Context: an optimization exercise on an open-source flow, tuned for small area, a short achievable clock period and few clock cycles per item. The choices shown serve that exercise and are no tape-out recipe.
Function was checked by simulation only, so behaviour that the tests miss may differ from the original.
Power and IR drop assume default switching activity.

## cla_mp_add_seq
module cla_mp_add_seq #(
    parameter int NUM_WORDS = 4
) (
    input  logic                                 clk,
    input  logic                                 rst,
    input  logic                                 in_valid,
    output logic                                 in_ready,
    input  logic [NUM_WORDS*cla_pkg::WORD_W-1:0] in_a,
    input  logic [NUM_WORDS*cla_pkg::WORD_W-1:0] in_b,
    input  logic                                 in_cin,
    input  logic                                 in_sub,
    output logic                                 out_valid,
    input  logic                                 out_ready,
    output logic [NUM_WORDS*cla_pkg::WORD_W-1:0] out_sum,
    output logic                                 out_cout,
    output logic                                 out_ovf,
    output logic                                 busy
);
    localparam int W = NUM_WORDS * WORD_W;
    logic [W-1:0] bb, s, sum_r;
    logic         c0, co, cout_r, ovf_r, valid_r, take;
    assign bb   = in_b ^ {W{in_sub}};
    assign c0   = in_cin ^ in_sub;
    assign take = ~valid_r | out_ready;
    add256 u_add (.a(in_a), .b(bb), .cin(c0), .sum(s), .cout(co));
    always_ff @(posedge clk) begin
        if (rst) valid_r <= 1'b0;
        else if (take) valid_r <= in_valid;
    end
    always_ff @(posedge clk) begin
        if (take) begin
            sum_r  <= s;
            cout_r <= co;
            ovf_r  <= in_a[W-1] ^ bb[W-1] ^ s[W-1] ^ co;
        end
    end
    assign in_ready  = take;
    assign out_valid = valid_r;
    assign busy      = valid_r;
    assign out_sum   = sum_r;
    assign out_cout  = cout_r;
    assign out_ovf   = ovf_r;
endmodule
Size in the first run: roughly 2400 cells after synthesis, roughly 260 flip-flops, ~780 I/O pins.
clock: 10.0 ns
lec_check: 0
abc_area: 1
cap_margin: 20
core_margin: 2
core_utilization: 40
cts_buf_list: sky130_fd_sc_hd__clkbuf_4 sky130_fd_sc_hd__clkbuf_8
setup_slack_margin: 5
slew_margin: 20
run.sh (not shown) runs the stock make flow with config.mk's settings and CLKGATE_MAP_FILE= SYNTH_SCRIPT=/design/flow/synth_recipe.tcl, a recipe that flattens the netlist after the stock synthesis.
The first run ran to the end with no violations.
Testbench counts at the start, summed over its fixed seeds: cycles 1,608, items 1,600.
Edit:
==> flow/flow/run.sh (new file) <==
#!/bin/bash
# Layout flow: the standard ORFS flow, with the port buffers inserted as the smallest buffer
# (repair_design and repair_timing still resize them where timing needs it).
set -euo pipefail
export BUFFER_PORTS_ARGS="-buffer_cell sky130_fd_sc_hd__buf_1"
bash standard.sh > standard_flow.log 2>&1
==> flow/standard.sh (new file) <==
#!/bin/bash
# synth_recipe.tcl (not shown) runs the flow's synth.tcl, then flattens the netlist and writes it again
# the make line also repeats each setting of config.mk as NAME=value (left out here)
make -C /OpenROAD-flow-scripts/flow DESIGN_CONFIG=/design/flow/config.mk WORK_HOME=/design/flow/orfs CLKGATE_MAP_FILE= SYNTH_SCRIPT=/design/flow/synth_recipe.tcl "${@:-finish}"
removed: flow/run.sh
The new run went through all stages and came out clean.
Final area went down by 13%.
Fmax barely changes.
Cell count came out lower by 0.41%.
Global-route usage drops by 4.1 points.
Via count decreases by 1.3%.
Clock power stays flat.
Setup slack is better by 0.0038 ns.
Flip-flop and latch count stays the same.
Power drops by 10%.
Edit:
==> flow/run.sh (new file) <==
#!/bin/bash
# synth_recipe.tcl (not shown) runs the flow's synth.tcl, then flattens the netlist and writes it again
# the make line also repeats each setting of config.mk as NAME=value (left out here)
make -C /OpenROAD-flow-scripts/flow DESIGN_CONFIG=/design/flow/config.mk WORK_HOME=/design/flow/orfs CLKGATE_MAP_FILE= SYNTH_SCRIPT=/design/flow/synth_recipe.tcl finish
CORE_UTILIZATION = 65   (was 40)
removed: flow/flow/run.sh
removed: flow/standard.sh
Outcome: With this change the flow died in I/O pin placement, error PPL-0024. Synthesized area does not change. Synthesized cell count does not change.
Edit:
CORE_UTILIZATION = 40   (was 65)
CTS_BUF_LIST = default   (was sky130_fd_sc_hd__clkbuf_4 sky130_fd_sc_hd__clkbuf_8)
After rerunning: Now the flow completed with no timing, DRC or antenna violations; area after synthesis is unchanged; synthesized cell count stays the same.


cla_mp_add_seq again, from the RTL that the note above started with.
clock: 10.0 ns
lec_check: 0
abc_area: 1
cap_margin: 20
core_margin: 2
core_utilization: 65
cts_buf_list: sky130_fd_sc_hd__clkbuf_4 sky130_fd_sc_hd__clkbuf_8
setup_slack_margin: 5
slew_margin: 20
standard.sh (not shown) runs the stock make flow with config.mk's settings and CLKGATE_MAP_FILE= SYNTH_SCRIPT=/design/flow/synth_recipe.tcl, a recipe that flattens the netlist after the stock synthesis.
==> flow/flow/run.sh <==
#!/bin/bash
# Layout flow: the standard ORFS flow, with the port buffers inserted as the smallest buffer
# (repair_design and repair_timing still resize them where timing needs it).
set -euo pipefail
export BUFFER_PORTS_ARGS="-buffer_cell sky130_fd_sc_hd__buf_1"
bash standard.sh > standard_flow.log 2>&1
The first run aborted during I/O pin placement (3_2_place_iop).
Testbench counts at the start, summed over its fixed seeds: cycles 1,608, items 1,600.
Then changed:
==> flow/run.sh (new file) <==
#!/bin/bash
# synth_recipe.tcl (not shown) runs the flow's synth.tcl, then flattens the netlist and writes it again
# the make line also repeats each setting of config.mk as NAME=value (left out here)
make -C /OpenROAD-flow-scripts/flow DESIGN_CONFIG=/design/flow/config.mk WORK_HOME=/design/flow/orfs CLKGATE_MAP_FILE= SYNTH_SCRIPT=/design/flow/synth_recipe.tcl finish
CORE_UTILIZATION = 40   (was 65)
CTS_BUF_LIST = unset   (was sky130_fd_sc_hd__clkbuf_4 sky130_fd_sc_hd__clkbuf_8)
SETUP_SLACK_MARGIN = unset   (was 5)
removed: flow/flow/run.sh
removed: flow/standard.sh
The new run finished with timing, DRC and antenna clean.
Area after synthesis is unchanged.
Synthesized cell count is unchanged.
Then changed:
==> flow/flow/run.sh (new file) <==
#!/bin/bash
# Layout flow: the standard ORFS flow, with the port buffers inserted as the smallest buffer
# (repair_design and repair_timing still resize them where timing needs it), and timing repair
# aimed at a setup slack of 5.35 ns.
set -euo pipefail
export BUFFER_PORTS_ARGS="-buffer_cell sky130_fd_sc_hd__buf_1"
export SETUP_SLACK_MARGIN=5.35
bash standard.sh > standard_flow.log 2>&1
==> flow/standard.sh (new file) <==
#!/bin/bash
# synth_recipe.tcl (not shown) runs the flow's synth.tcl, then flattens the netlist and writes it again
# the make line also repeats each setting of config.mk as NAME=value (left out here)
make -C /OpenROAD-flow-scripts/flow DESIGN_CONFIG=/design/flow/config.mk WORK_HOME=/design/flow/orfs CLKGATE_MAP_FILE= SYNTH_SCRIPT=/design/flow/synth_recipe.tcl "${@:-finish}"
CTS_BUF_LIST = sky130_fd_sc_hd__clkbuf_4 sky130_fd_sc_hd__clkbuf_8   (was unset)
removed: flow/run.sh
The new run finished clean.
Wire length came out higher by 3.2%.
Hold slack is better by 75 ps.
Die area stays the same.
Worst setup slack is better by 1400 ps.

what the ideal ports hide:
Ports are ideal in the flow. The routed layouts listed here were re-timed in OpenROAD. Step 1 assumes that a clkbuf_16 drives the clock port and a buf_2 every other input. Step 2, shift: input delay + t, output delay - t, t = (earliest + latest rising clock arrival at the registers) / 2. This alone moves slack from input paths to output paths. a / b / c = ideal ports / drivers / drivers and shift; a / b = the first two.
run	t (ns)	slack for setup (ns)	latest minus earliest clock arrival (ns)
the first run of note 1	0.702	5.009 / 4.854 / 4.152	0.020 / 0.021
the second run of note 1	0.674	5.013 / 4.826 / 4.152	0.038 / 0.038
the fourth run of note 1	0.602	5.006 / 4.677 / 4.075	0.027 / 0.026
the second run of note 2	0.599	3.676 / 3.684 / 3.085	0.014 / 0.014
the third run of note 2	0.710	5.051 / 4.829 / 4.118	0.030 / 0.031
After both steps every run listed still meets setup and hold. For the third run of note 2, which loses most, drivers alone change the setup slack by -0.222 ns; drivers and shift together by -0.933 ns.
